This is an optimization exercise on Yosys and OpenROAD, whose aim is small area, a short achievable clock period and few clock cycles per item, not a production implementation. Only simulation tests tie the RTL to the original design; equivalence was not proved. Power figures rest on the tool's default switching activity, not on a simulated workload.

`flow/config.mk`:
```
export PLATFORM = sky130hd
export DESIGN_NAME = ascii_integer_field_parser
export DESIGN_NICKNAME = ascii_integer_field_parser
export VERILOG_FILES = /design/flow/design.v
export SDC_FILE = /design/flow/constraint.sdc
export NUM_CORES = 4
export LEC_CHECK = 0
export CAP_MARGIN = 20
export CORE_MARGIN = 2
export CORE_UTILIZATION = 40
export SETUP_SLACK_MARGIN = 3.0
export SLEW_MARGIN = 20
```
`flow/constraint.sdc`:
```
create_clock -name core_clock -period 6.5 [get_ports {clk_i}]
set_input_delay 1.3000 -clock core_clock [delete_from_list [all_inputs] [get_ports {clk_i}]]
set_output_delay 1.3000 -clock core_clock [all_outputs]
set_load 0.01 [all_outputs]
```
`flow/design.v`:
```
package afp_pkg;
  localparam int unsigned VALUE_BITS = 64;
  localparam logic [1:0] OP_CHAR       = 2'd0;
  localparam logic [1:0] OP_NEW_FIELD  = 2'd1;
  localparam logic [1:0] OP_NEW_STRING = 2'd2;
  localparam logic [1:0] OP_NOP        = 2'd3;
  localparam logic [1:0] ST_BUSY    = 2'd0;
  localparam logic [1:0] ST_MATCHED = 2'd1;
  localparam logic [1:0] ST_NOMATCH = 2'd2;
  localparam logic [1:0] ST_EOS     = 2'd3;
  localparam logic [1:0] MODE_DEC  = 2'd0;
  localparam logic [1:0] MODE_OCT  = 2'd1;
  localparam logic [1:0] MODE_HEX  = 2'd2;
  localparam logic [1:0] MODE_AUTO = 2'd3;
  localparam logic REG_RADIX_MODE = 1'b0;
  localparam logic REG_MAX_WIDTH  = 1'b1;
  typedef struct packed {
    logic [1:0] op;
    logic [7:0] ch;
  } in_item_t;
  typedef struct packed {
    logic [1:0] op;
    logic       ws;      
    logic       minus;
    logic       nul;
    logic       x;       
    logic       dec;     
    logic       oct;     
    logic       hex;     
    logic [3:0] dv;      
  } dec_item_t;
  typedef struct packed {
    logic               consumed;
    logic               done_res;
    logic [1:0]         status;
    logic signed [63:0] value;
    logic [15:0]        char_count;
  } out_item_t;
  typedef struct packed {
    logic [1:0] radix_mode;
    logic [7:0] max_width;
  } cfg_t;
endpackage
module afp_cfg (
  input  logic          clk_i,
  input  logic          rst_ni,
  input  logic          psel,
  input  logic          penable,
  input  logic          pwrite,
  input  logic [2:0]    paddr,
  input  logic [31:0]   pwdata,
  output logic [31:0]   prdata,
  output logic          pready,
  output afp_pkg::cfg_t cfg_o
);
  logic [1:0] radix_mode_q;
  logic [7:0] max_width_q;
  logic       wr_en;
  assign pready = 1'b1;
  assign wr_en  = psel && penable && pwrite;
  always_ff @(posedge clk_i or negedge rst_ni) begin
    if (!rst_ni) begin
      radix_mode_q <= afp_pkg::MODE_DEC;
      max_width_q  <= 8'd0;
    end else if (wr_en) begin
      if (paddr[2] == afp_pkg::REG_RADIX_MODE) radix_mode_q <= pwdata[1:0];
      else                                     max_width_q  <= pwdata[7:0];
    end
  end
  assign prdata = paddr[2] ? {24'd0, max_width_q} : {30'd0, radix_mode_q};
  assign cfg_o.radix_mode = radix_mode_q;
  assign cfg_o.max_width  = max_width_q;
endmodule
module afp_dec (
  input  afp_pkg::in_item_t  item_i,
  output afp_pkg::dec_item_t dec_o
);
  logic [7:0] ch;
  logic       is_dec, is_lc, is_uc;
  assign ch     = item_i.ch;
  assign is_dec = (ch[7:4] == 4'h3) && (ch[3:0] <= 4'd9);
  assign is_lc  = (ch[7:3] == 5'b01100) && (ch[2:0] != 3'd0) && (ch[2:0] != 3'd7);
  assign is_uc  = (ch[7:3] == 5'b01000) && (ch[2:0] != 3'd0) && (ch[2:0] != 3'd7);
  assign dec_o.op    = item_i.op;
  assign dec_o.ws    = (ch == 8'h20) || (ch == 8'h09) || (ch == 8'h0A);
  assign dec_o.minus = (ch == 8'h2D);
  assign dec_o.nul   = (ch == 8'h00);
  assign dec_o.x     = (ch == 8'h78) || (ch == 8'h58);
  assign dec_o.dec   = is_dec;
  assign dec_o.oct   = (ch[7:3] == 5'b00110);
  assign dec_o.hex   = is_dec || is_lc || is_uc;
  assign dec_o.dv    = is_dec ? ch[3:0] : {1'b1, ch[2:0] + 3'd1};
endmodule
module afp_core (
  input  logic               clk_i,
  input  logic               rst_ni,
  input  logic               advance_i,
  input  afp_pkg::dec_item_t item_i,
  input  afp_pkg::cfg_t      cfg_i,
  output afp_pkg::out_item_t res_o
);
  localparam logic [2:0] PH_SKIP   = 3'b000;
  localparam logic [2:0] PH_SIGNED = 3'b001;
  localparam logic [2:0] PH_ZERO   = 3'b010;
  localparam logic [2:0] PH_DIGITS = 3'b011;
  localparam logic [2:0] PH_IDLE   = 3'b100;
  logic [2:0]  phase_q, phase_d;
  logic [63:0] w_q, w_d;
  logic        neg_q, neg_d;
  logic        r16_q, r16_d;      
  logic        r8_q, r8_d;        
  logic        auto_q, auto_d;    
  logic        lim_q, lim_d;      
  logic [7:0]  left_q, left_d;
  logic [15:0] count_q, count_d;
  logic        cons_q, cons_d;
  logic        done_q, done_d;
  logic [1:0] op;
  logic       is_zero;
  assign op      = item_i.op;
  assign is_zero = item_i.oct && (item_i.dv == 4'd0);
  logic dig_ok;
  assign dig_ok = (r16_q ? item_i.hex : r8_q ? item_i.oct : item_i.dec) &&
                  (!lim_q || (left_q != 8'd0));
  logic [4:0]  e;
  logic [63:0] opa, opb, opc, csa_s, csa_c, w_step;
  assign e      = {1'b0, item_i.dv} +
                  (!neg_q ? 5'd0 : r16_q ? 5'd15 : r8_q ? 5'd7 : 5'd9);
  assign opa    = {w_q[60:0], 3'b0};
  assign opb    = r16_q ? {w_q[60:0], 3'b0} : r8_q ? 64'd0 : {w_q[62:0], 1'b0};
  assign opc    = {59'd0, e};
  assign csa_s  = opa ^ opb ^ opc;
  assign csa_c  = {(opa[62:0] & opb[62:0]) | (opa[62:0] & opc[62:0]) |
                   (opb[62:0] & opc[62:0]), 1'b0};
  assign w_step = csa_s + csa_c;
  logic is_char, start, ph_pre, ph_open;
  assign is_char = (op == afp_pkg::OP_CHAR);
  assign start   = (op == afp_pkg::OP_NEW_FIELD) || (op == afp_pkg::OP_NEW_STRING);
  assign ph_pre  = (phase_q == PH_SKIP) || (phase_q == PH_SIGNED);
  assign ph_open = !phase_q[2];
  logic took, take_dig, take_minus;
  always_comb begin
    phase_d    = phase_q;
    neg_d      = neg_q;
    r16_d      = r16_q;
    r8_d       = r8_q;
    auto_d     = auto_q;
    lim_d      = lim_q;
    left_d     = left_q;
    took       = 1'b0;
    take_dig   = 1'b0;
    take_minus = 1'b0;
    if (start) begin
      phase_d = PH_SKIP;
      neg_d   = 1'b0;
      r16_d   = (cfg_i.radix_mode == afp_pkg::MODE_HEX);
      r8_d    = (cfg_i.radix_mode == afp_pkg::MODE_OCT);
      auto_d  = (cfg_i.radix_mode == afp_pkg::MODE_AUTO);
      lim_d   = (cfg_i.max_width != 8'd0);
      left_d  = cfg_i.max_width;
    end else if (is_char && ph_open) begin
      if (phase_q == PH_SKIP && item_i.ws) begin
        took = 1'b1;
      end else if (phase_q == PH_SKIP && item_i.minus) begin
        neg_d      = 1'b1;
        phase_d    = PH_SIGNED;
        took       = 1'b1;
        take_minus = 1'b1;
      end else if (ph_pre && item_i.nul) begin
        phase_d = {1'b1, afp_pkg::ST_EOS};
      end else if (ph_pre && is_zero && (r16_q || auto_q)) begin
        if (auto_q) r8_d = 1'b1;
        phase_d = PH_ZERO;
        took    = 1'b1;
      end else if (phase_q == PH_ZERO && item_i.x) begin
        r16_d   = 1'b1;
        r8_d    = 1'b0;
        phase_d = PH_DIGITS;
        took    = 1'b1;
      end else if (dig_ok) begin
        if (lim_q) left_d = left_q - 8'd1;
        phase_d  = PH_DIGITS;
        took     = 1'b1;
        take_dig = 1'b1;
      end else begin
        phase_d = {1'b1, phase_q[1] ? afp_pkg::ST_MATCHED : afp_pkg::ST_NOMATCH};
      end
    end
  end
  logic [63:0] w_hold;
  logic        ld_step;
  assign ld_step = advance_i && take_dig;
  assign w_hold  = (advance_i && start) ? 64'd0 : (advance_i && take_minus) ? '1 : w_q;
  assign w_d     = ld_step ? w_step : w_hold;
  always_comb begin
    count_d = count_q;
    if (op == afp_pkg::OP_NEW_STRING)     count_d = 16'd0;
    else if (took && count_q != 16'hFFFF) count_d = count_q + 16'd1;
  end
  assign cons_d = took;
  assign done_d = is_char && phase_d[2] && (phase_d[1:0] != 2'd0);
  always_ff @(posedge clk_i or negedge rst_ni) begin
    if (!rst_ni) begin
      phase_q <= PH_IDLE;
      neg_q   <= 1'b0;
      count_q <= 16'd0;
    end else if (advance_i) begin
      phase_q <= phase_d;
      neg_q   <= neg_d;
      count_q <= count_d;
    end
  end
  always_ff @(posedge clk_i or negedge rst_ni) begin
    if (!rst_ni) w_q <= 64'd0;
    else         w_q <= w_d;
  end
  always_ff @(posedge clk_i) begin
    if (advance_i) begin
      r16_q  <= r16_d;
      r8_q   <= r8_d;
      auto_q <= auto_d;
      lim_q  <= lim_d;
      left_q <= left_d;
      cons_q <= cons_d;
      done_q <= done_d;
    end
  end
  assign res_o.consumed   = cons_q;
  assign res_o.done_res   = done_q;
  assign res_o.status     = done_q ? phase_q[1:0] : afp_pkg::ST_BUSY;
  assign res_o.value      = w_q ^ {64{neg_q}};
  assign res_o.char_count = count_q;
endmodule
module ascii_integer_field_parser (
  input  logic               clk_i,
  input  logic               rst_ni,
  input  logic               in_valid_i,
  output logic               in_ready_o,
  input  logic [9:0]         in_data_i,
  output logic               out_valid_o,
  input  logic               out_ready_i,
  output logic [83:0]        out_data_o,
  input  logic               psel,
  input  logic               penable,
  input  logic               pwrite,
  input  logic [2:0]         paddr,
  input  logic [31:0]        pwdata,
  output logic [31:0]        prdata,
  output logic               pready
);
  afp_pkg::cfg_t     cfg;
  afp_pkg::dec_item_t in_dec, in_data_q;
  logic              in_valid_q;
  logic              out_valid_q;
  logic              advance;
  afp_cfg u_cfg (
    .clk_i   (clk_i),
    .rst_ni  (rst_ni),
    .psel    (psel),
    .penable (penable),
    .pwrite  (pwrite),
    .paddr   (paddr),
    .pwdata  (pwdata),
    .prdata  (prdata),
    .pready  (pready),
    .cfg_o   (cfg)
  );
  assign advance    = in_valid_q && (!out_valid_q || out_ready_i);
  assign in_ready_o = !in_valid_q || advance;
  afp_core u_core (
    .clk_i     (clk_i),
    .rst_ni    (rst_ni),
    .advance_i (advance),
    .item_i    (in_data_q),
    .cfg_i     (cfg),
    .res_o     (out_data_o)
  );
  always_ff @(posedge clk_i or negedge rst_ni) begin
    if (!rst_ni) begin
      in_valid_q  <= 1'b0;
      out_valid_q <= 1'b0;
    end else begin
      if (in_ready_o) in_valid_q <= in_valid_i;
      if (advance) out_valid_q <= 1'b1;
      else if (out_ready_i) out_valid_q <= 1'b0;
    end
  end
  afp_dec u_dec (
    .item_i (in_data_i),
    .dec_o  (in_dec)
  );
  always_ff @(posedge clk_i) begin
    if (in_ready_o) in_data_q <= in_dec;
  end
  assign out_valid_o = out_valid_q;
endmodule
```
`flow/run.sh`:
```
#!/bin/bash
# synth_recipe.tcl (not shown) runs the flow's synth.tcl, then flattens the netlist and writes it again
# the make line also repeats each setting of config.mk as NAME=value (left out here)
make -C /OpenROAD-flow-scripts/flow DESIGN_CONFIG=/design/flow/config.mk WORK_HOME=/design/flow/orfs CLKGATE_MAP_FILE= SYNTH_SCRIPT=/design/flow/synth_recipe.tcl finish
```
==> flow_summary.toml, run 1 <==
[run_status]
status = "complete, no violations"

[final_layout]
drive_above_1_share_pct = 14.6
final_cell_mix = "ha_1, clkdlybuf4s50_1, o21ai_0"
multi_input_area_um2 = 8790
final_common_cell = "ha_1"
diodes = 0
fin_util_pct = 50.6
fin_nets = 1664
synthToLayoutAreaGrowth_pct = 24.8
fin_area_um2 = 15000
regArea_um2 = 3220
num-fill-cells = 2766
final_cells = 1876

[routing]
drt_iter0_markers = 707
drc = 0
ant_nets = 0
dr.pass1.iters = 7
vias = 11000
drt-wirelength-per-cell_um = 18.6
viasPerCell = 5.88
routed_wl_um = 34900

[clock_network]
cts.path.max_buffers = 2
cts_sinks = 123
clockRootBuffer = "clkbuf_16"
worstSkewPairLatency_ps = 440
cts_buffers = 17
h-tree-depth = 4
cts.reportedPaths.clkPinSlew_ps = 60
cts_tree = "built"

[critical_path]
crit_fanout = 7
crit_required_ps = 6800
cpPeakStageDelay_ps = 520
cpMostUsedCell = "ha_4"
end_kind = "flop"
path_delay_family = "compound AO/OA/AOI/OAI gates"
start_kind = "flop"
path_buf_inv = 3
crit_arrival_ps = 4670
crit_slowest_cell = "dfrtp_4"
crit_chain = "nor2b_4 > ha_4 > a21o_1 > a21oi_2 > xor2_1 > fa_1 > inv_2 > ha_4 > a211oi_4 > nor4_4 > o31ai_2 > buf_4 > a21boi_4 > a31oi_4 > o21ai_4 > a311oi_4 > buf_6 > mux2i_1 > o22ai_1"
crit_type = "flop to flop"

[yosys]
async_flop_share_pct = 78.0
synth_cell_type_count = 80
synth_area_per_cell_um2 = 8.73
synth-main-ff-cell = "dfrtp_1"
ys_seq_area_share_pct = 26.8
synth-edff-count = 27
synthCells = 1373
syn_area_um2 = 12000
ys_ff_latch = 123
yosysWarnings = 3

[global_route]
overflow = 0
grt_use_total_pct = 22.2
antenna_found_initial = 0
grt_first_pass_wirelength_um = 56600
grt_max_degree = 64
grt_pass1_vias = 10700

[sta]
worst_pin_slew_ps = 1030
drv_slew = 0
tns_ps = 0
fin_crit_sh_pct = 67.4
rsz0062_at_grt = "yes"
setup_ws_ps = 2120
hold_viol = 0
fin_worst_skew_ps = 13.0
period_minus_slack_ps = 4380
max_slew_margin_pct = 31.3
holdWs_ps = 489
max_freq_mhz = 228
setup_viol = 0

[die]
die_area_um2 = 31400
die_h_um = 177
core_um2 = 29600
num_rows = 63
start_util_pct = 40.6
die_x_um = 177
num_io_pins = 171

[placement]
dpl_cell_area_um2 = 13400
placed_cells = 1801
post-place-ws_ps = 1480
io_buffers = 119
gp_congestion = 0.859
place_hpwl_um = 23200

[power_and_ir_drop]
ir_drop_v = 0.000163
power.density_nw_per_um2 = 214
p_leak_nw = 6.93
power_mw = 3.21

[job]
max_cap_viol_count = 0

[min_path]
hold_class = "flop to flop"
path summary, 6_finish.rpt:
path | start | to | slack [ps] | depth (start not counted)
max in group asynchronous | rst_ni | u_core.neg_q | 4400 | 2
worst max register to register | u_core.neg_q | u_core.w_q[63] | 2120 | 19
worst min register to register | in_valid_q | out_valid_q | 490 | 1
worst min-delay path | in_valid_q | out_valid_q | 490 | 1
worst max-delay path | u_core.neg_q | u_core.w_q[63] | 2120 | 19
min in group asynchronous | rst_ni | u_core.w_q[21] | 870 | 1
cell usage after synthesis (4+ instances only):
cell type | count | share of area, %
a211oi_1 | 6 | 0.38
a21o_1 | 46 | 2.9
a21oi_1 | 93 | 3.9
a22o_1 | 59 | 4.3
a311o_1 | 4 | 0.33
a31oi_1 | 13 | 0.68
and2_1 | 15 | 0.78
and3_1 | 11 | 0.57
buf_1 | 8 | 0.25
buf_2 | 6 | 0.25
buf_4 | 30 | 1.9
clkbuf_1 | 67 | 2.1
dfrtp_1 | 95 | 20
edfxtp_1 | 27 | 6.8
fa_1 | 4 | 0.67
ha_1 | 135 | 14
inv_1 | 39 | 1.2
mux2_2 | 15 | 1.4
mux2i_1 | 6 | 0.50
nand2_1 | 81 | 2.5
nand2b_1 | 10 | 0.52
nand3_1 | 27 | 1.1
nand4_1 | 38 | 2.0
nor2_1 | 69 | 2.2
nor2b_1 | 7 | 0.37
nor3_1 | 22 | 0.92
nor3b_1 | 4 | 0.25
nor4_1 | 9 | 0.47
o211ai_1 | 57 | 3.6
o21a_1 | 10 | 0.63
o21ai_0 | 118 | 4.9
o21bai_1 | 18 | 1.1
o31a_1 | 5 | 0.37
o31ai_1 | 9 | 0.56
or2_2 | 6 | 0.31
or3_1 | 6 | 0.31
or4_1 | 8 | 0.50
xnor2_1 | 38 | 2.8
xor2_1 | 89 | 6.5
worst reg2reg max path, cell delays in order, from the launching register on:
cell,delay (ps)
dfrtp_4,520
nor2b_4,250
ha_4,220
a21o_1,180
a21oi_2,140
xor2_1,210
fa_1,460
inv_2,100
ha_4,220
a211oi_4,280
nor4_4,80
o31ai_2,200
buf_4,180
a21boi_4,60
a31oi_4,240
o21ai_4,100
a311oi_4,320
buf_6,170
mux2i_1,210
o22ai_1,90
logic make-up after synthesis:
family          Yosys count  share of synthesized area [%]
other cells               2                         0.0626
compound gates          482                           27.3
mux                      21                           1.91
fa+ha+maj               139                           14.8
flops                   123                           26.8
simple gates            325                           13.8
xor+xnor                127                           9.28
buf+inv                 154                           6.01
final cells by class:
cell class / instances / share of cell area [%]
clock buffers: 17 / 2.84
repair buffers: 171 / 11.5
clock inverters: 15 / 1.12
multi-input cells: 1120 / 58.7
inverters: 40 / 1.01
flip-flops and latches: 123 / 21.5
well taps: 390 / 3.26
what timing repair did:
action                                  CTS  global route
setup buffers                            22            17
hold buffers                              0             0
resized for setup                        95            40
pin swaps                                45            38
gates cloned                              3             1
endpoints found under the setup margin  139            80
power breakdown:
group	switching, mW	total, mW	leakage (nW)	internal (mW)
sequential	0.141	1.03	1.54	0.887
combinational	0.628	1.18	5.09	0.551
clock	0.452	1.00	0.296	0.549
state kept, by name, summed over array words and instances (netlist names):
register and flops:
u_core.phase_q 3, u_core.done_q 1, out_valid_q 1, u_core.cons_q 1, u_cfg.radix_mode_q 2, u_core.r16_q 1
u_cfg.max_width_q 8, in_valid_q 1, u_core.lim_q 1, in_data_q 13, u_core.neg_q 1, u_core.r8_q 1
u_core.auto_q 1, u_core.w_q 64, u_core.count_q 16, u_core.left_q 8
routing by layer:
metal	global-route usage, %	part of all wire (%)	wire length [um]
met1	29.9	45	15800
met2	37.2	48	16800
met3	3.59	4.8	1670
met4	5.44	1.8	616
met5	0	0	0
Testbench counts, summed over its fixed seeds: cycles 20,385, items 20,305.
==> run 2, diff against run 1 <==
--- a/flow/design.v
+++ b/flow/design.v
@@ -30,2 +30,3 @@
     logic [3:0] dv;      
+    logic [4:0] dv9;     
   } dec_item_t;
@@ -92,2 +93,3 @@
   assign dec_o.dv    = is_dec ? ch[3:0] : {1'b1, ch[2:0] + 3'd1};
+  assign dec_o.dv9   = {1'b0, dec_o.dv} + 5'd9;
 endmodule
@@ -107,3 +109,3 @@
   logic [2:0]  phase_q, phase_d;
-  logic [63:0] w_q, w_d;
+  logic [63:0] v_q, v_d;
   logic        neg_q, neg_d;
@@ -124,13 +126,29 @@
                   (!lim_q || (left_q != 8'd0));
+  logic [63:0] w;
+  assign w = v_q ^ {64{neg_q}};
   logic [4:0]  e;
-  logic [63:0] opa, opb, opc, csa_s, csa_c, w_step;
-  assign e      = {1'b0, item_i.dv} +
-                  (!neg_q ? 5'd0 : r16_q ? 5'd15 : r8_q ? 5'd7 : 5'd9);
-  assign opa    = {w_q[60:0], 3'b0};
-  assign opb    = r16_q ? {w_q[60:0], 3'b0} : r8_q ? 64'd0 : {w_q[62:0], 1'b0};
-  assign opc    = {59'd0, e};
-  assign csa_s  = opa ^ opb ^ opc;
-  assign csa_c  = {(opa[62:0] & opb[62:0]) | (opa[62:0] & opc[62:0]) |
-                   (opb[62:0] & opc[62:0]), 1'b0};
-  assign w_step = csa_s + csa_c;
+  logic [63:0] opa, opb, opc, csa_s, csa_c, dec_step;
+  assign e     = neg_q ? item_i.dv9 : {1'b0, item_i.dv};
+  assign opa   = {w[60:0], 3'b0};
+  assign opb   = {w[62:0], 1'b0};
+  assign opc   = {59'd0, e};
+  assign csa_s = opa ^ opb ^ opc;
+  assign csa_c = {(opa[62:0] & opb[62:0]) | (opa[62:0] & opc[62:0]) |
+                  (opb[62:0] & opc[62:0]), 1'b0};
+  afp_add64 u_add (
+    .a_i   (csa_s),
+    .b_i   (csa_c),
+    .inv_i (neg_q),
+    .s_o   (dec_step)
+  );
+  logic        borrow;
+  logic [3:0]  low;
+  logic [60:0] v_dec, v_up;
+  logic [63:0] hex_step, oct_step;
+  assign borrow   = neg_q && (item_i.dv != 4'd0);
+  assign low      = neg_q ? (4'd0 - item_i.dv) : item_i.dv;
+  assign v_dec    = v_q[60:0] - 61'd1;
+  assign v_up     = borrow ? v_dec : v_q[60:0];
+  assign hex_step = {v_up[59:0], low};
+  assign oct_step = {v_up, low[2:0]};
   logic is_char, start, ph_pre, ph_open;
@@ -140,3 +158,3 @@
   assign ph_open = !phase_q[2];
-  logic took, take_dig, take_minus;
+  logic took, take_dig;
   always_comb begin
@@ -151,3 +169,2 @@
     take_dig   = 1'b0;
-    take_minus = 1'b0;
     if (start) begin
@@ -167,3 +184,2 @@
         took       = 1'b1;
-        take_minus = 1'b1;
       end else if (ph_pre && item_i.nul) begin
@@ -189,7 +205,14 @@
   end
-  logic [63:0] w_hold;
-  logic        ld_step;
-  assign ld_step = advance_i && take_dig;
-  assign w_hold  = (advance_i && start) ? 64'd0 : (advance_i && take_minus) ? '1 : w_q;
-  assign w_d     = ld_step ? w_step : w_hold;
+  logic [63:0] v_hold;
+  logic        ld_dig;
+  assign ld_dig = advance_i && take_dig;
+  assign v_hold = (advance_i && start) ? 64'd0 : v_q;
+  always_comb begin
+    unique case ({ld_dig && r16_q, ld_dig && r8_q, ld_dig && !r16_q && !r8_q})
+      3'b100:  v_d = hex_step;
+      3'b010:  v_d = oct_step;
+      3'b001:  v_d = dec_step;
+      default: v_d = v_hold;
+    endcase
+  end
   always_comb begin
@@ -213,4 +236,4 @@
   always_ff @(posedge clk_i or negedge rst_ni) begin
-    if (!rst_ni) w_q <= 64'd0;
-    else         w_q <= w_d;
+    if (!rst_ni) v_q <= 64'd0;
+    else         v_q <= v_d;
   end
@@ -230,5 +253,29 @@
   assign res_o.status     = done_q ? phase_q[1:0] : afp_pkg::ST_BUSY;
-  assign res_o.value      = w_q ^ {64{neg_q}};
+  assign res_o.value      = v_q;
   assign res_o.char_count = count_q;
 endmodule
+module afp_add64 (
+  input  logic [63:0] a_i,
+  input  logic [63:0] b_i,
+  input  logic        inv_i,
+  output logic [63:0] s_o
+);
+  logic [6:0][63:0] g, p;
+  always_comb begin
+    g[0] = a_i & b_i;
+    p[0] = a_i ^ b_i;
+    for (int l = 0; l < 6; l++) begin
+      for (int i = 0; i < 64; i++) begin
+        if (i[l]) begin
+          g[l+1][i] = g[l][i] | (p[l][i] & g[l][((i >> l) << l) - 1]);
+          p[l+1][i] = p[l][i] & p[l][((i >> l) << l) - 1];
+        end else begin
+          g[l+1][i] = g[l][i];
+          p[l+1][i] = p[l][i];
+        end
+      end
+    end
+  end
+  assign s_o = (p[0] ^ {64{inv_i}}) ^ {g[6][62:0], 1'b0};
+endmodule
 module ascii_integer_field_parser (
--- a/flow/config.mk
+++ b/flow/config.mk
@@ -9,4 +9,4 @@
 export CORE_MARGIN = 2
-export CORE_UTILIZATION = 40
-export SETUP_SLACK_MARGIN = 3.0
+export CORE_UTILIZATION = 60
+export SETUP_SLACK_MARGIN = 2.5
 export SLEW_MARGIN = 20
==> flow_summary.toml, run 2 <==
[final_layout]
fin_nets = 1748
fin_area_um2 = 15000
num-fill-cells = 1720
synthToLayoutAreaGrowth_pct = 17.4
drive_above_1_share_pct = 9.07
regArea_um2 = 3370
diodes = 0
largest_register_ff_count = 64
largest-register = "u_core.v_q"
reg_top3 = "u_core.v_q: 64 flops, in_data_q: 18 flops, u_core.count_q: 16 flops"
multi_input_area_um2 = 8930
final_cells = 1906
final_common_cell = "nand2_1"
final_cell_mix = "nand2_1, xnor2_1, xor2_1"

[placement]
place_hpwl_um = 23400
dpl_cell_area_um2 = 13800
io_buffers = 119
post-place-ws_ps = 1770
gp_congestion = 0.899
placed_cells = 1845

[min_path]
hp-start = "in_data_q[0]"
hold_class = "flop to flop"

[clock_network]
h-tree-depth = 4
cts.reportedPaths.clkPinSlew_ps = 60
clockRootBuffer = "clkbuf_16"
cts_buffers = 17
cts_sinks = 128
hold_buffers = 0
cts.path.max_buffers = 2
worstSkewPairLatency_ps = 430
cts_tree = "built"

[yosys]
ys_ff_latch = 128
syn_area_um2 = 12700
async_flop_share_pct = 75.0
yosysMostFrequentCell = "nand2_1"
synth_cell_type_count = 87
synthCells = 1562
synth_area_per_cell_um2 = 8.16
synth_area_leaders = "dfrtp_1, xnor2_1, xor2_1"
synth_top_area_share_pct = 18.7
synth-edff-count = 32
synth-main-ff-cell = "dfrtp_1"
synth_commonest_cells = "nand2_1, xnor2_1, xor2_1"
synth_area_leader_cell = "dfrtp_1"
ys_seq_area_share_pct = 26.4
yosysWarnings = 4

[critical_path]
crit_chain = "buf_4 > bufbuf_16 > nand2_1 > o21ai_0 > ha_1 > and4_1 > and3_4 > nand2_2 > a2111oi_4 > buf_6 > o2111ai_4 > a211oi_4 > o21ai_1 > a32o_2 > a221o_1"
crit_required_ps = 6810
r2r-start = "u_core.neg_q"
crit_slowest_cell = "dfrtp_4"
crit_start = "u_core.neg_q"
crit_arrival_ps = 4270
ff2ff_path_depth = 15
critPathCapture = "u_core.v_q[62]"
crit_fanout = 40
crit_type = "flop to flop"
cpPeakStageDelay_ps = 540
r2r-end = "u_core.v_q[62]"
reg2reg_slack_ps = 2540
start_kind = "flop"
end_kind = "flop"

[sta]
setup_ws_ps = 2540
tns_ps = 0
fin_crit_sh_pct = 60.9
holdWs_ps = 501
drv_slew = 0
rsz0062_at_grt = "yes"
worst_pin_slew_ps = 961
hold_viol = 0
max_freq_mhz = 253
fin_worst_skew_ps = 12.4
max_slew_margin_pct = 35.9
setup_viol = 0
period_minus_slack_ps = 3960

[global_route]
met1_usage_pct = 42.1
use_met3_pct = 5.06
grt_first_pass_wirelength_um = 57200
antenna_found_initial = 0
overflow = 0
busiest_layer = "met2"
grt_pass1_vias = 11400
use_met2_pct = 52.0
grt_use_total_pct = 31.9
grt_max_degree = 82

[power_and_ir_drop]
p_leak_nw = 6.71
power.density_nw_per_um2 = 194
ir_drop_v = 0.000157

[routing]
routed_wl_um = 36500
drt_iter0_markers = 996
vias = 12000
drc = 0
dr.pass1.iters = 5
drt-wirelength-per-cell_um = 19.2
ant_nets = 0
viasPerCell = 6.31

[die]
die_h_um = 150
start_util_pct = 60.8
core_um2 = 21000
num_rows = 53
num_io_pins = 171
die_area_um2 = 22400
die_x_um = 150

[job]
max_cap_viol_count = 0

[run_status]
status = "complete, no violations"
## run 2: changes by cell type in the layout (fill, tap and decap cells not counted), sizes merged, moves of 36 or more
cell / previous run / this run
a22o: 59 / 6
o211ai: 59 / 11
ha: 135 / 78
nor2: 69 / 105
xnor2: 38 / 130
nand2: 82 / 150
o22ai: 2 / 41
xor2: 89 / 125
## run 2: cell type report
class / instances / area share, %
Inverter: 31 / 0.803
Sequential cell: 128 / 22.5
Timing Repair Buffer: 155 / 10.7
Tap cell: 275 / 2.30
Clock buffer: 17 / 2.84
Multi-Input combinational cell: 1285 / 59.7
Clock inverter: 15 / 1.14
## run 2: power breakdown
group	total, mW	internal (mW)	switching (mW)
Sequential	0.965	0.886	0.0790
Clock	0.998	0.577	0.421
Combinational	0.947	0.429	0.518
Total	2.91	1.89	1.02
## run 2: logic make-up (layout without fill, tap and decap cells)
logic type / count (synthesis) / count (layout) / synth area share [%]
AND/OR/NAND/NOR: 517 / 520 / 20.7
AO/OA/AOI/OAI: 381 / 381 / 19.2
XOR/XNOR: 255 / 255 / 17.6
buffers and inverters: 175 / 218 / 6.19
flip-flops: 128 / 128 / 26.4
adder cells (fa/ha/maj): 81 / 81 / 7.89
multiplexers: 23 / 23 / 1.94
other: 2 / 25 / 0.0589
## run 2: repair_timing
| action | in CTS | in global routing |
|---|---|---|
| cloned | 4 | 3 |
| resized for setup | 16 | 38 |
| pin swaps | 7 | 23 |
| setup buffers | 8 | 14 |
| endpoints found under the setup margin | 44 | 58 |
## run 2: worst max-delay path, delay by kind of cell (launching register included)
kind            cells  cell delay, ps
compound gates      7            1620
simple gates        4             610
flops               1             540
buf+inv             3             670
fa+ha+maj           1             380
## run 2: per-layer routing
layer | vias to the layer above | part of all wire (%)
li1 | 5676 | -
met4 | 0 | 3.3
met5 | - | 0
met2 | 556 | 47
met3 | 90 | 8.4
met1 | 5711 | 42
## run 2: metrics by stage
| step | utilization, % | power, mW |
|---|---|---|
| after floorplan | - | 1.64 |
| after global placement | 66.1 | 1.83 |
| after detailed placement | 66.1 | 1.85 |
| after CTS | 70.1 | 2.88 |
| after global routing | 71.4 | 3.06 |
| final | 71.4 | 2.91 |
## run 2: how the worst min path moves through the flow
stage | endpoint | cells past startpoint
final | u_core.v_q[0] | 1
after floorplan | u_core.v_q[0] | 1
after global placement | u_core.v_q[0] | 1
after detailed placement | u_core.v_q[0] | 1
after CTS | u_core.v_q[0] | 1
after global routing | u_cfg.radix_mode_q[1] | 1
Testbench counts of run 2, summed over its fixed seeds: cycles 20,385, items 20,305.
==> run 3, diff against run 2 <==
==> flow/flow/run.sh (new file) <==
#!/bin/bash
# The standard layout, with the port buffers that buffer_ports inserts
# made of the smallest buffer (buf_1) instead of its default delay buffer;
# the sizing steps still resize them as timing needs. All of make's output
# goes to standard.log, each ORFS step's to its own log under orfs/logs/.
set -euo pipefail
bash standard.sh "BUFFER_PORTS_ARGS=-buffer_cell sky130_fd_sc_hd__buf_1" finish > standard.log 2>&1
==> flow/standard.sh (new file) <==
#!/bin/bash
# synth_recipe.tcl (not shown) runs the flow's synth.tcl, then flattens the netlist and writes it again
# the make line also repeats each setting of config.mk as NAME=value (left out here)
make -C /OpenROAD-flow-scripts/flow DESIGN_CONFIG=/design/flow/config.mk WORK_HOME=/design/flow/orfs CLKGATE_MAP_FILE= SYNTH_SCRIPT=/design/flow/synth_recipe.tcl "${@:-finish}"
removed: flow/run.sh
==> flow_summary.toml, run 3 <==
[run_status]
status = "complete, no violations"

[sta]
setup_ws_ps = 2600
holdWs_ps = 520
max_freq_mhz = 257
setup_viol = 0
tns_ps = 0
rsz0062_at_grt = "no"
max_slew_margin_pct = 32.2
fin_worst_skew_ps = 12.6
fin_crit_sh_pct = 59.9
hold_viol = 0
worst_pin_slew_ps = 1010
period_minus_slack_ps = 3900
drv_slew = 0

[yosys]
synth-edff-count = 32
synthCells = 1562
async_flop_share_pct = 75.0
yosysWarnings = 4
ys_seq_area_share_pct = 26.4
synth_area_leaders = "dfrtp_1, xnor2_1, xor2_1"
synth_top_area_share_pct = 18.7
ys_ff_latch = 128
yosysMostFrequentCell = "nand2_1"
syn_area_um2 = 12700
synth_area_per_cell_um2 = 8.16
synth_commonest_cells = "nand2_1, xnor2_1, xor2_1"
synth_cell_type_count = 87
synth_area_leader_cell = "dfrtp_1"
synth-main-ff-cell = "dfrtp_1"

[clock_network]
cts_sinks = 128
cts_tree = "built"
cts_buffers = 17
cts.reportedPaths.clkPinSlew_ps = 70
cts.path.max_buffers = 2
h-tree-depth = 4
worstSkewPairLatency_ps = 430
hold_buffers = 0
clockRootBuffer = "clkbuf_16"

[final_layout]
fin_nets = 1747
fin_util_pct = 67.6
diodes = 0
final_cell_mix = "nand2_1, xnor2_1, xor2_1"
fin_area_um2 = 14200
largest_register_ff_count = 64
regArea_um2 = 3370
multi_input_area_um2 = 8890
final_cells = 1905
largest-register = "u_core.v_q"
final_common_cell = "nand2_1"
reg_top3 = "u_core.v_q: 64 flops, in_data_q: 18 flops, u_core.count_q: 16 flops"
drive_above_1_share_pct = 8.96
synthToLayoutAreaGrowth_pct = 11.2
num-fill-cells = 1849

[routing]
dr.pass1.iters = 7
ant_nets = 0
drt_iter0_markers = 875
routed_wl_um = 35600
drc = 0
drt-wirelength-per-cell_um = 18.7
vias = 11900
viasPerCell = 6.23

[die]
die_area_um2 = 22400
core_um2 = 21000
num_rows = 53
num_io_pins = 171
die_h_um = 150
start_util_pct = 60.8
die_x_um = 150

[critical_path]
end_kind = "flop"
cpMostUsedCell = "o21ai_0"
crit_slowest_cell = "dfrtp_4"
reg2reg_slack_ps = 2600
crit_type = "flop to flop"
cpPeakStageDelay_ps = 480
crit_chain = "clkinvlp_4 > buf_6 > or3_1 > o21ai_0 > ha_1 > and2_4 > a221o_1 > a221oi_4 > o211ai_1 > buf_4 > o21ai_1 > nand2_1 > a21boi_0 > xnor2_1 > o21ai_0"
path_buf_inv = 3
crit_required_ps = 6770
path_delay_family = "compound AO/OA/AOI/OAI gates"
crit_fanout = 6
start_kind = "flop"
crit_arrival_ps = 4160

[power_and_ir_drop]
p_leak_nw = 6.38
power.density_nw_per_um2 = 200
power_mw = 2.84
ir_drop_v = 0.000187

[placement]
placed_cells = 1846
post-place-ws_ps = 1490
gp_congestion = 0.901
dpl_cell_area_um2 = 13100
place_hpwl_um = 23100
io_buffers = 119

[global_route]
grt_max_degree = 65
grt_pass1_vias = 11000
grt_use_total_pct = 31.2
overflow = 0
antenna_found_initial = 0
grt_first_pass_wirelength_um = 56300

[job]
max_cap_viol_count = 0

[min_path]
hold_class = "flop to flop"
-- run 3: cell counts after synthesis --
Identical to the previous run, type by type.
-- run 3: cell type report --
cell class                      instances  area share (%)
Multi-Input combinational cell       1282            62.7
Inverter                               31           0.847
Sequential cell                       128            23.8
Timing Repair Buffer                  157            6.09
Clock inverter                         15            1.13
Clock buffer                           17            3.00
Tap cell                              275            2.43
-- run 3: what timing repair did --
item | in CTS | in global routing
endpoints found under the hold margin | 0 | 0
cloned | 2 | 1
pin swaps | 6 | 15
gates resized for setup | 13 | 31
setup endpoints to repair | 47 | 27
buffers inserted | 11 | 13
-- run 3: per-layer routing --
metal / vias to the layer above / wire length [um] / GRT usage [%]
li1: 5670 / - / -
met1: 5670 / 15700 / 42.4
met2: 446 / 16600 / 50.6
met3: 73 / 2440 / 4.94
met4: 0 / 798 / 11.2
met5: - / 0 / 0
-- run 3: path summary, 6_finish.rpt --
| check | to | from | cells after the start |
|---|---|---|---|
| max reg2reg | u_core.v_q[46] | u_core.neg_q | 15 |
| max | u_core.v_q[46] | u_core.neg_q | 15 |
| min in group asynchronous | u_core.v_q[57] | rst_ni | 1 |
| min reg2reg | u_core.v_q[0] | in_data_q[0] | 1 |
| min | u_core.v_q[0] | in_data_q[0] | 1 |
| max in group asynchronous | u_core.phase_q[0] | rst_ni | 2 |
-- run 3: cells by family after synthesis --
logic type                 Yosys count  share of synthesized area [%]
adders and majority gates           81                           7.89
and+or+nand+nor                    517                           20.7
DFF                                128                           26.4
other                                2                         0.0589
buffers and inverters              175                           6.19
xor gates and xnor gates           255                           17.6
muxes                               23                           1.94
AOI/OAI and AO/OA                  381                           19.2
-- run 3: power breakdown --
group          switching, mW  internal (mW)
Clock                  0.450          0.516
Combinational          0.515          0.392
Sequential            0.0780          0.885
==> run 4, diff against run 3 <==
--- a/flow/design.v
+++ b/flow/design.v
@@ -109,3 +109,3 @@
   logic [2:0]  phase_q, phase_d;
-  logic [63:0] v_q, v_d;
+  logic [63:0] w_q, w_d;
   logic        neg_q, neg_d;
@@ -126,29 +126,27 @@
                   (!lim_q || (left_q != 8'd0));
+  logic        rdec;
   logic [63:0] w;
-  assign w = v_q ^ {64{neg_q}};
-  logic [4:0]  e;
-  logic [63:0] opa, opb, opc, csa_s, csa_c, dec_step;
-  assign e     = neg_q ? item_i.dv9 : {1'b0, item_i.dv};
-  assign opa   = {w[60:0], 3'b0};
-  assign opb   = {w[62:0], 1'b0};
-  assign opc   = {59'd0, e};
-  assign csa_s = opa ^ opb ^ opc;
-  assign csa_c = {(opa[62:0] & opb[62:0]) | (opa[62:0] & opc[62:0]) |
-                  (opb[62:0] & opc[62:0]), 1'b0};
+  logic        ecarry;
+  logic [3:0]  elow;
+  logic [4:0]  edec;
+  logic [63:0] opa, opb, opc, csa_s, csa_c;
+  assign rdec   = !r16_q && !r8_q;
+  assign w      = w_q;
+  assign ecarry = neg_q && (item_i.dv != 4'd0);
+  assign elow   = item_i.dv - {3'd0, neg_q};
+  assign edec   = neg_q ? item_i.dv9 : {1'b0, item_i.dv};
+  assign opa    = r16_q ? {w[59:0], elow} :
+                  r8_q  ? {w[60:0], elow[2:0]} : {w[60:0], 3'b0};
+  assign opb    = r16_q ? {59'd0, ecarry, 4'd0} :
+                  r8_q  ? {60'd0, ecarry, 3'd0} : {w[62:0], 1'b0};
+  assign opc    = rdec ? {59'd0, edec} : 64'd0;
+  assign csa_s  = opa ^ opb ^ opc;
+  assign csa_c  = {(opa[62:0] & opb[62:0]) | (opa[62:0] & opc[62:0]) |
+                   (opb[62:0] & opc[62:0]), 1'b0};
+  logic [63:0] step;
   afp_add64 u_add (
-    .a_i   (csa_s),
-    .b_i   (csa_c),
-    .inv_i (neg_q),
-    .s_o   (dec_step)
+    .a_i (csa_s),
+    .b_i (csa_c),
+    .s_o (step)
   );
-  logic        borrow;
-  logic [3:0]  low;
-  logic [60:0] v_dec, v_up;
-  logic [63:0] hex_step, oct_step;
-  assign borrow   = neg_q && (item_i.dv != 4'd0);
-  assign low      = neg_q ? (4'd0 - item_i.dv) : item_i.dv;
-  assign v_dec    = v_q[60:0] - 61'd1;
-  assign v_up     = borrow ? v_dec : v_q[60:0];
-  assign hex_step = {v_up[59:0], low};
-  assign oct_step = {v_up, low[2:0]};
   logic is_char, start, ph_pre, ph_open;
@@ -158,3 +156,3 @@
   assign ph_open = !phase_q[2];
-  logic took, take_dig;
+  logic took, take_dig, take_minus;
   always_comb begin
@@ -169,2 +167,3 @@
     take_dig   = 1'b0;
+    take_minus = 1'b0;
     if (start) begin
@@ -184,2 +183,3 @@
         took       = 1'b1;
+        take_minus = 1'b1;
       end else if (ph_pre && item_i.nul) begin
@@ -205,14 +205,6 @@
   end
-  logic [63:0] v_hold;
-  logic        ld_dig;
+  logic ld_dig;
   assign ld_dig = advance_i && take_dig;
-  assign v_hold = (advance_i && start) ? 64'd0 : v_q;
-  always_comb begin
-    unique case ({ld_dig && r16_q, ld_dig && r8_q, ld_dig && !r16_q && !r8_q})
-      3'b100:  v_d = hex_step;
-      3'b010:  v_d = oct_step;
-      3'b001:  v_d = dec_step;
-      default: v_d = v_hold;
-    endcase
-  end
+  assign w_d    = ld_dig ? step : (advance_i && start) ? 64'd0 :
+                  (advance_i && take_minus) ? '1 : w_q;
   always_comb begin
@@ -236,4 +228,4 @@
   always_ff @(posedge clk_i or negedge rst_ni) begin
-    if (!rst_ni) v_q <= 64'd0;
-    else         v_q <= v_d;
+    if (!rst_ni) w_q <= 64'd0;
+    else         w_q <= w_d;
   end
@@ -253,3 +245,3 @@
   assign res_o.status     = done_q ? phase_q[1:0] : afp_pkg::ST_BUSY;
-  assign res_o.value      = v_q;
+  assign res_o.value      = w_q ^ {64{neg_q}};
   assign res_o.char_count = count_q;
@@ -259,3 +251,2 @@
   input  logic [63:0] b_i,
-  input  logic        inv_i,
   output logic [63:0] s_o
@@ -278,3 +269,3 @@
   end
-  assign s_o = (p[0] ^ {64{inv_i}}) ^ {g[6][62:0], 1'b0};
+  assign s_o = p[0] ^ {g[6][62:0], 1'b0};
 endmodule
==> flow_summary.toml, run 4 <==
[die]
core_um2 = 18700
num_io_pins = 171
die_x_um = 142
die_area_um2 = 20100
die_h_um = 142
start_util_pct = 61.0
num_rows = 50

[power_and_ir_drop]
p_leak_nw = 6.43
p_comb_share_pct = 28.1
seqPwrFrac_pct = 36.4
clkPwrFrac_pct = 35.5
power.net_switching_mw = 0.993
internal-power_mw = 1.83
ir_drop_v = 0.000196
power.density_nw_per_um2 = 215
p_sw_share_pct = 35.2

[sta]
fin_crit_sh_pct = 63.1
max_slew_margin_pct = 33.9
hold_viol = 0
rsz0062_at_grt = "yes"
fin_worst_skew_ps = 9.78
setup_viol = 0
worst_pin_slew_ps = 989
period_minus_slack_ps = 4100
setup_ws_ps = 2400
max_freq_mhz = 244
drv_slew = 0
tns_ps = 0
holdWs_ps = 508

[clock_network]
h-tree-depth = 4
cts_buffers = 17
cts.reportedPaths.clkPinSlew_ps = 70
cts.path.max_buffers = 2
cts_tree = "built"
cts_sinks = 128
clockRootBuffer = "clkbuf_16"
worstSkewPairLatency_ps = 430

[final_layout]
reg_top3 = "u_core.w_q: 64 flops, in_data_q: 18 flops, u_core.count_q: 16 flops"
num-fill-cells = 1472
regArea_um2 = 3370
fin_nets = 1528
largest-register = "u_core.w_q"
largest_register_ff_count = 64
drive_above_1_share_pct = 15.8
final_cell_mix = "ha_1, buf_1, xor2_1"
multi_input_area_um2 = 7820
final_common_cell = "ha_1"
diodes = 0
synthToLayoutAreaGrowth_pct = 14.8

[routing]
drc = 0
vias = 9273
drt_iter0_markers = 498
dr.pass1.iters = 4
ant_nets = 0
viasPerCell = 5.87
routed_wl_um = 27200
drt-wirelength-per-cell_um = 17.2

[yosys]
yosysMostFrequentCell = "ha_1"
synth_area_leader_cell = "dfrtp_1"
synth_top_area_share_pct = 20.8
synth-main-ff-cell = "dfrtp_1"
synth_commonest_cells = "ha_1, xor2_1, dfrtp_1"
ys_seq_area_share_pct = 29.5
syn_area_um2 = 11400
synth-edff-count = 32
synthCells = 1215
synth_area_leaders = "dfrtp_1, ha_1, edfxtp_1"
async_flop_share_pct = 75.0
yosysWarnings = 4
ys_ff_latch = 128
synth_area_per_cell_um2 = 9.40
synth_cell_type_count = 77

[critical_path]
ff2ff_path_depth = 15
crit_chain = "or4_4 > a32o_2 > fa_1 > ha_1 > o211ai_1 > o211ai_1 > a311oi_2 > buf_4 > nand2_4 > a32oi_4 > buf_6 > o31ai_4 > or2_1 > mux2i_1 > nor4_1"
crit_fanout = 6
crit_type = "flop to flop"
end_kind = "flop"
r2r-end = "u_core.w_q[58]"
reg2reg_slack_ps = 2400
start_kind = "flop"
crit_slowest_cell = "or4_4"
cpMostUsedCell = "o211ai_1"
r2r-start = "in_data_q[5]"
crit_required_ps = 6820
cpPeakStageDelay_ps = 580
crit_arrival_ps = 4430

[placement]
place_hpwl_um = 18000
gp_congestion = 0.844
post-place-ws_ps = 1590
io_buffers = 119

[global_route]
busiest_layer = "met2"
met1_usage_pct = 38.6
antenna_found_initial = 0
overflow = 0
grt_first_pass_wirelength_um = 44300
use_met3_pct = 3.26
grt_max_degree = 71
grt_pass1_vias = 8863
use_met2_pct = 44.4
grt_use_total_pct = 27.2

[job]
max_cap_viol_count = 0

[min_path]
hold_class = "flop to flop"
hold_end = "out_valid_q"
hp-start = "in_valid_q"
hold_depth = 1

[run_status]
status = "complete, no violations"
run 4: cell types whose count changed in the layout (fill, tap and decap cells not counted), sizes merged, moves of 24 or more:
cell	before	now
o211ai	11	35
o21ai	123	82
mux2	14	73
nand2	150	66
ha	78	134
xor2	125	97
o22ai	41	2
nor3	49	22
or3	37	4
and2	13	71
xnor2	130	34
nor2	104	54
run 4: worst max-delay path: cells and delay by family (launching register included):
| family | cells | cell delay [ps] |
|---|---|---|
| fa+ha+maj | 2 | 760 |
| mux | 1 | 90 |
| simple gates | 4 | 1130 |
| compound gates | 6 | 1270 |
| buf+inv | 2 | 330 |
| flops | 1 | 410 |
run 4: power groups by stage:
stage | combinational (mW) | sequential [mW] | clock (mW)
3_5_place_dp | 0.724 | 1.06 | 0
2_1_floorplan | 0.559 | 1.01 | 0
5_1_grt | 0.884 | 1.04 | 1.05
4_1_cts | 0.782 | 1.03 | 1.02
3_3_place_gp | 0.711 | 1.05 | 0
6_report | 0.794 | 1.03 | 1.00
run 4: how the worst max path moves through the flow:
stage	from	depth (start not counted)	slack, ps	end
after detailed placement	u_core.r16_q	14	1590	u_core.w_q[58]
after CTS	in_data_q[5]	16	2400	u_core.w_q[58]
after floorplan	u_core.r16_q	15	2540	u_core.w_q[47]
final	in_data_q[5]	15	2400	u_core.w_q[58]
after global routing	in_data_q[5]	15	2240	u_core.w_q[58]
after global placement	u_core.r16_q	14	1630	u_core.w_q[58]
run 4: cell type report:
cell class,instances,share of cell area [%]
Clock buffer,18,3.44
Clock inverter,14,1.17
Inverter,41,1.17
Multi-Input combinational cell,984,59.7
Sequential cell,128,25.7
Tap cell,234,2.23
Timing Repair Buffer,161,6.63
run 4: metrics by stage:
step / power (mW) / cell area, um^2 / std cells / utilization (%)
after floorplan: 1.57 / 11500 / 1238 / -
after global placement: 1.77 / 11900 / 1515 / 63.7
after detailed placement: 1.78 / 11900 / 1515 / 63.7
after CTS: 2.83 / 12900 / 1572 / 68.9
after global routing: 2.97 / 13100 / 1580 / 70.1
final: 2.82 / 13100 / 1580 / 70.1
run 4: timing repair:
item / 4_1_cts / 5_1_grt
pin swaps: 30 / 42
resized for setup: 29 / 38
hold buffers: 0 / 0
endpoints found under the setup margin: 50 / 41
gates cloned: 1 / 0
buffers inserted: 24 / 8
run 4: routing by layer:
metal / share of wire [%] / up-vias / wire length (um)
met5: 0 / - / 0
met4: 1.5 / 0 / 418
met3: 3.7 / 33 / 1000
met2: 47 / 218 / 12700
met1: 48 / 4434 / 13100
li1: - / 4588 / -
run 4: kinds of logic after synthesis:
family,count (synthesis),share of synthesized area [%]
muxes,80,7.81
AOI/OAI and AO/OA,291,16.5
and+or+nand+nor,314,14.7
xor gates and xnor gates,131,10.0
other,2,0.0658
DFF,128,29.5
buffers and inverters,126,5.15
adders and majority gates,143,16.3
Testbench counts of run 4, summed over its fixed seeds: cycles 20,385, items 20,305.
==> run 5, diff against run 4 <==
--- a/flow/design.v
+++ b/flow/design.v
@@ -31,2 +31,4 @@
     logic [4:0] dv9;     
+    logic       nz;      
+    logic [3:0] dvm1;    
   } dec_item_t;
@@ -94,2 +96,4 @@
   assign dec_o.dv9   = {1'b0, dec_o.dv} + 5'd9;
+  assign dec_o.nz    = (dec_o.dv != 4'd0);
+  assign dec_o.dvm1  = dec_o.dv - 4'd1;
 endmodule
@@ -113,2 +117,3 @@
   logic        r8_q, r8_d;        
+  logic        r10_q, r10_d;      
   logic        auto_q, auto_d;    
@@ -126,21 +131,17 @@
                   (!lim_q || (left_q != 8'd0));
-  logic        rdec;
-  logic [63:0] w;
-  logic        ecarry;
-  logic [3:0]  elow;
-  logic [4:0]  edec;
+  logic [4:0]  e;
   logic [63:0] opa, opb, opc, csa_s, csa_c;
-  assign rdec   = !r16_q && !r8_q;
-  assign w      = w_q;
-  assign ecarry = neg_q && (item_i.dv != 4'd0);
-  assign elow   = item_i.dv - {3'd0, neg_q};
-  assign edec   = neg_q ? item_i.dv9 : {1'b0, item_i.dv};
-  assign opa    = r16_q ? {w[59:0], elow} :
-                  r8_q  ? {w[60:0], elow[2:0]} : {w[60:0], 3'b0};
-  assign opb    = r16_q ? {59'd0, ecarry, 4'd0} :
-                  r8_q  ? {60'd0, ecarry, 3'd0} : {w[62:0], 1'b0};
-  assign opc    = rdec ? {59'd0, edec} : 64'd0;
-  assign csa_s  = opa ^ opb ^ opc;
-  assign csa_c  = {(opa[62:0] & opb[62:0]) | (opa[62:0] & opc[62:0]) |
-                   (opb[62:0] & opc[62:0]), 1'b0};
+  always_comb begin
+    if (!neg_q)     e = {1'b0, item_i.dv};
+    else if (r16_q) e = {item_i.nz, item_i.dvm1};
+    else if (r8_q)  e = {1'b0, item_i.nz, item_i.dvm1[2:0]};
+    else            e = item_i.dv9;
+  end
+  assign opa   = {w_q[60:0], 3'b0};
+  assign opb   = ({64{r16_q}} & {w_q[60:0], 3'b0}) |
+                 ({64{r10_q}} & {w_q[62:0], 1'b0});
+  assign opc   = {59'd0, e};
+  assign csa_s = opa ^ opb ^ opc;
+  assign csa_c = {(opa[62:0] & opb[62:0]) | (opa[62:0] & opc[62:0]) |
+                  (opb[62:0] & opc[62:0]), 1'b0};
   logic [63:0] step;
@@ -162,2 +163,3 @@
     r8_d       = r8_q;
+    r10_d      = r10_q;
     auto_d     = auto_q;
@@ -173,2 +175,4 @@
       r8_d    = (cfg_i.radix_mode == afp_pkg::MODE_OCT);
+      r10_d   = (cfg_i.radix_mode == afp_pkg::MODE_DEC) ||
+                (cfg_i.radix_mode == afp_pkg::MODE_AUTO);
       auto_d  = (cfg_i.radix_mode == afp_pkg::MODE_AUTO);
@@ -187,3 +191,6 @@
       end else if (ph_pre && is_zero && (r16_q || auto_q)) begin
-        if (auto_q) r8_d = 1'b1;
+        if (auto_q) begin
+          r8_d  = 1'b1;
+          r10_d = 1'b0;
+        end
         phase_d = PH_ZERO;
@@ -193,2 +200,3 @@
         r8_d    = 1'b0;
+        r10_d   = 1'b0;
         phase_d = PH_DIGITS;
@@ -235,2 +243,3 @@
       r8_q   <= r8_d;
+      r10_q  <= r10_d;
       auto_q <= auto_d;
--- a/flow/config.mk
+++ b/flow/config.mk
@@ -10,2 +10,3 @@
 export CORE_UTILIZATION = 60
+export CTS_BUF_LIST = sky130_fd_sc_hd__clkbuf_4 sky130_fd_sc_hd__clkbuf_8
 export SETUP_SLACK_MARGIN = 2.5
==> flow_summary.toml, run 5 <==
[clock_network]
cts_tree = "built"
cts.reportedPaths.clkPinSlew_ps = 90
cts.path.max_buffers = 2
cts_buffers = 17
cts_sinks = 133
clockRootBuffer = "clkbuf_8"
h-tree-depth = 4
worstSkewPairLatency_ps = 460

[sta]
drv_slew = 0
fin_crit_sh_pct = 61.3
max_freq_mhz = 251
max_slew_margin_pct = 32.9
period_minus_slack_ps = 3980
worst_pin_slew_ps = 1000
setup_viol = 0
hold_viol = 0
holdWs_ps = 518
rsz0062_at_grt = "yes"
tns_ps = 0
fin_worst_skew_ps = 18.3

[power_and_ir_drop]
p_leak_nw = 5.81
seqPwrFrac_pct = 41.6
p_comb_share_pct = 30.1
internal-power_mw = 1.63
power.density_nw_per_um2 = 211
p_sw_share_pct = 36.0
power.net_switching_mw = 0.919
ir_drop_v = 0.000146
clkPwrFrac_pct = 28.3

[yosys]
synth_compound_area_share_pct = 22.0
async_flop_share_pct = 72.2
ys_seq_area_share_pct = 32.9
synth_commonest_cells = "ha_1, o21ai_0, dfrtp_1"
synthAdderAreaFrac_pct = 17.2
synth_cell_type_count = 67
synthMuxAreaShare_pct = 1.91
synth_top_area_share_pct = 22.2
synth_area_leaders = "dfrtp_1, ha_1, edfxtp_1"
synthCells = 1096
synthSimpleGateAreaFrac_pct = 9.67
synth-edff-count = 37
synth_area_per_cell_um2 = 9.76
yosysWarnings = 4
synth_area_leader_cell = "dfrtp_1"
ys_ff_latch = 133
synth-main-ff-cell = "dfrtp_1"
syn_area_um2 = 10700
synth_top_family_by_area = "compound AO/OA/AOI/OAI gates"
yosysMostFrequentCell = "ha_1"
synth_xor_area_share_pct = 11.2

[placement]
place_hpwl_um = 15900
gp_congestion = 0.864
io_buffers = 119
dpl_cell_area_um2 = 11200

[routing]
dr.pass1.iters = 5
drt_iter0_markers = 464
drt-wirelength-per-cell_um = 16.7
ant_nets = 0
drc = 0
vias = 8555
routed_wl_um = 24200
viasPerCell = 5.90

[final_layout]
reg_top3 = "u_core.w_q: 64 flops, in_data_q: 22 flops, u_core.count_q: 16 flops"
largest-register = "u_core.w_q"
fin_util_pct = 69.5
final_common_cell = "ha_1"
fin_nets = 1407
diodes = 0
synthToLayoutAreaGrowth_pct = 12.8
largest_register_ff_count = 64
fin_area_um2 = 12100
final_cell_mix = "ha_1, buf_1, o21ai_0, dfrtp_1, xor2_1"
drive_above_1_share_pct = 11.8

[global_route]
antenna_found_initial = 0
grt_max_degree = 113
overflow = 0
grt_pass1_vias = 7985
grt_first_pass_wirelength_um = 39500
grt_use_total_pct = 26.3

[die]
die_x_um = 138
die_h_um = 138
start_util_pct = 61.6
core_um2 = 17400
num_rows = 48
num_io_pins = 171
die_area_um2 = 18900

[critical_path]
cpPeakStageDelay_ps = 480
cpMostUsedCell = "buf_4"
path_delay_family = "compound AO/OA/AOI/OAI gates"
crit_chain = "buf_4 > buf_12 > a22o_1 > ha_1 > ha_4 > nand4_1 > nor2_2 > o31ai_2 > buf_4 > a211oi_4 > o2111ai_2 > a21oi_2 > nor2_4 > o31ai_4 > buf_4 > xnor2_1 > o21ai_1"
reg2reg_slack_ps = 2520
crit_fanout = 46
end_kind = "flop"
crit_slowest_cell = "edfxtp_1"
crit_type = "flop to flop"
crit_arrival_ps = 4320
crit_required_ps = 6840
start_kind = "flop"
path_buf_inv = 4

[run_status]
status = "complete, no violations"

[job]
max_cap_viol_count = 0

[min_path]
hold_class = "flop to flop"
## run 5: cell types whose count changed after synthesis, moves of 8 or more
cell / delta
nand2_1: -15
xor2_1: -11
o31ai_1: -22
nor3_1: -8
o211ai_1: +23
xnor2_1: +17
and3_1: -8
a22o_1: +60
a21oi_1: -29
o21ai_0: +26
mux2_2: -62
and2_1: -59
## run 5: repair_timing
item	in CTS	in global routing
gates resized for setup	22	27
setup buffers	22	8
pin swaps	17	27
hold buffers	0	0
setup endpoints to repair	49	28
## run 5: final cells by class
class                           count  area, um^2
Inverter                           32         120
Fill cell                        1434        5290
Tap cell                          225         282
Timing Repair Buffer              158         792
Multi-Input combinational cell    870        6960
Clock buffer                       17         234
Clock inverter                     15         166
Sequential cell                   133        3520
## run 5: logic make-up after synthesis
group / count (synthesis)
AOI/OAI and AO/OA: 340
xor gates and xnor gates: 137
and+or+nand+nor: 206
other: 2
muxes: 19
adders and majority gates: 143
buffers and inverters: 116
DFF: 133
## run 5: worst paths after layout
check,startpoint,endpoint,cells past startpoint
setup reg to reg,u_core.r16_q,u_core.w_q[61],17
setup / recovery,u_core.r16_q,u_core.w_q[61],17
min in group asynchronous,rst_ni,u_core.w_q[45],1
hold / removal,in_valid_q,out_valid_q,1
hold reg to reg,in_valid_q,out_valid_q,1
max in group asynchronous,rst_ni,u_core.neg_q,2
## run 5: power by group through the flow
stage                     clock [mW]  combinational (mW)  sequential, mW
after detailed placement           0               0.700            1.09
after CTS                      0.736               0.743            1.06
after floorplan                    0               0.555            1.04
final                          0.722               0.768            1.06
after global routing           0.774               0.869            1.08
after global placement             0               0.686            1.09
## run 5: stage by stage
| stage | power, mW | std cells | setup WS, ps |
|---|---|---|---|
| after global routing | 2.72 | 1450 | 2320 |
| final | 2.55 | 1450 | 2520 |
| after global placement | 1.77 | 1387 | 1770 |
| after floorplan | 1.59 | 1119 | 2510 |
| after detailed placement | 1.79 | 1387 | 1710 |
| after CTS | 2.54 | 1441 | 2480 |
## run 5: worst reg2reg max path, cell delays in order, from the launching register on
cell and delay, ps:
edfxtp_1 480, buf_4 190, buf_12 180, a22o_1 230
ha_1 340, ha_4 300, nand4_1 210, nor2_2 200
o31ai_2 80, buf_4 160, a211oi_4 310, o2111ai_2 180
a21oi_2 260, nor2_4 90, o31ai_4 300, buf_4 180
xnor2_1 110, o21ai_1 80
## run 5: metal layers
| layer | wire length, um | track usage (%) | up-vias |
|---|---|---|---|
| met5 | 0 | 0 | - |
| met4 | 278 | 6.87 | 0 |
| met3 | 968 | 3.53 | 23 |
| met2 | 11700 | 43.4 | 205 |
| met1 | 11200 | 36.5 | 4109 |
| li1 | - | - | 4218 |
Testbench counts of run 5, summed over its fixed seeds: cycles 20,385, items 20,305.

static timing again, ports no longer ideal:
How much do the figures lean on ideal ports? The routed layouts below were timed once more, with nothing changed but the port constraints.
Step 1 assumes that a clkbuf_16 drives the clock port and a buf_2 every other input.
Step 2 adds t to the input delays and takes it off the output delays; t is the mean of the earliest and latest rising clock arrival at the registers after step 1. Input paths then give back, and output paths get back, about the clock's delay inside the block.
Slacks: ideal ports / drivers / drivers and shift; pairs: ideal ports / drivers.
run	t (ns)	slack for setup (ns)	hold WS [ns]	slew at the worst register clock pin (ns)	pins driven straight from the clock port
run 1	0.484	2.121 / 2.121 / 2.121	0.489 / 0.489 / 0.489	0.07 / 0.07	1
run 2	0.473	2.543 / 2.543 / 2.226	0.501 / 0.501 / 0.501	0.07 / 0.07	1
run 3	0.472	2.603 / 2.603 / 2.250	0.520 / 0.520 / 0.520	0.07 / 0.07	1
run 4	0.475	2.396 / 2.396 / 2.396	0.508 / 0.508 / 0.508	0.07 / 0.07	1
run 5	0.489	2.519 / 2.519 / 2.519	0.518 / 0.518 / 0.518	0.09 / 0.09	1
After both steps setup and hold are still met in every run listed. For run 3, which loses most, drivers alone change the setup slack by 0.000 ns; drivers and shift together by -0.353 ns.
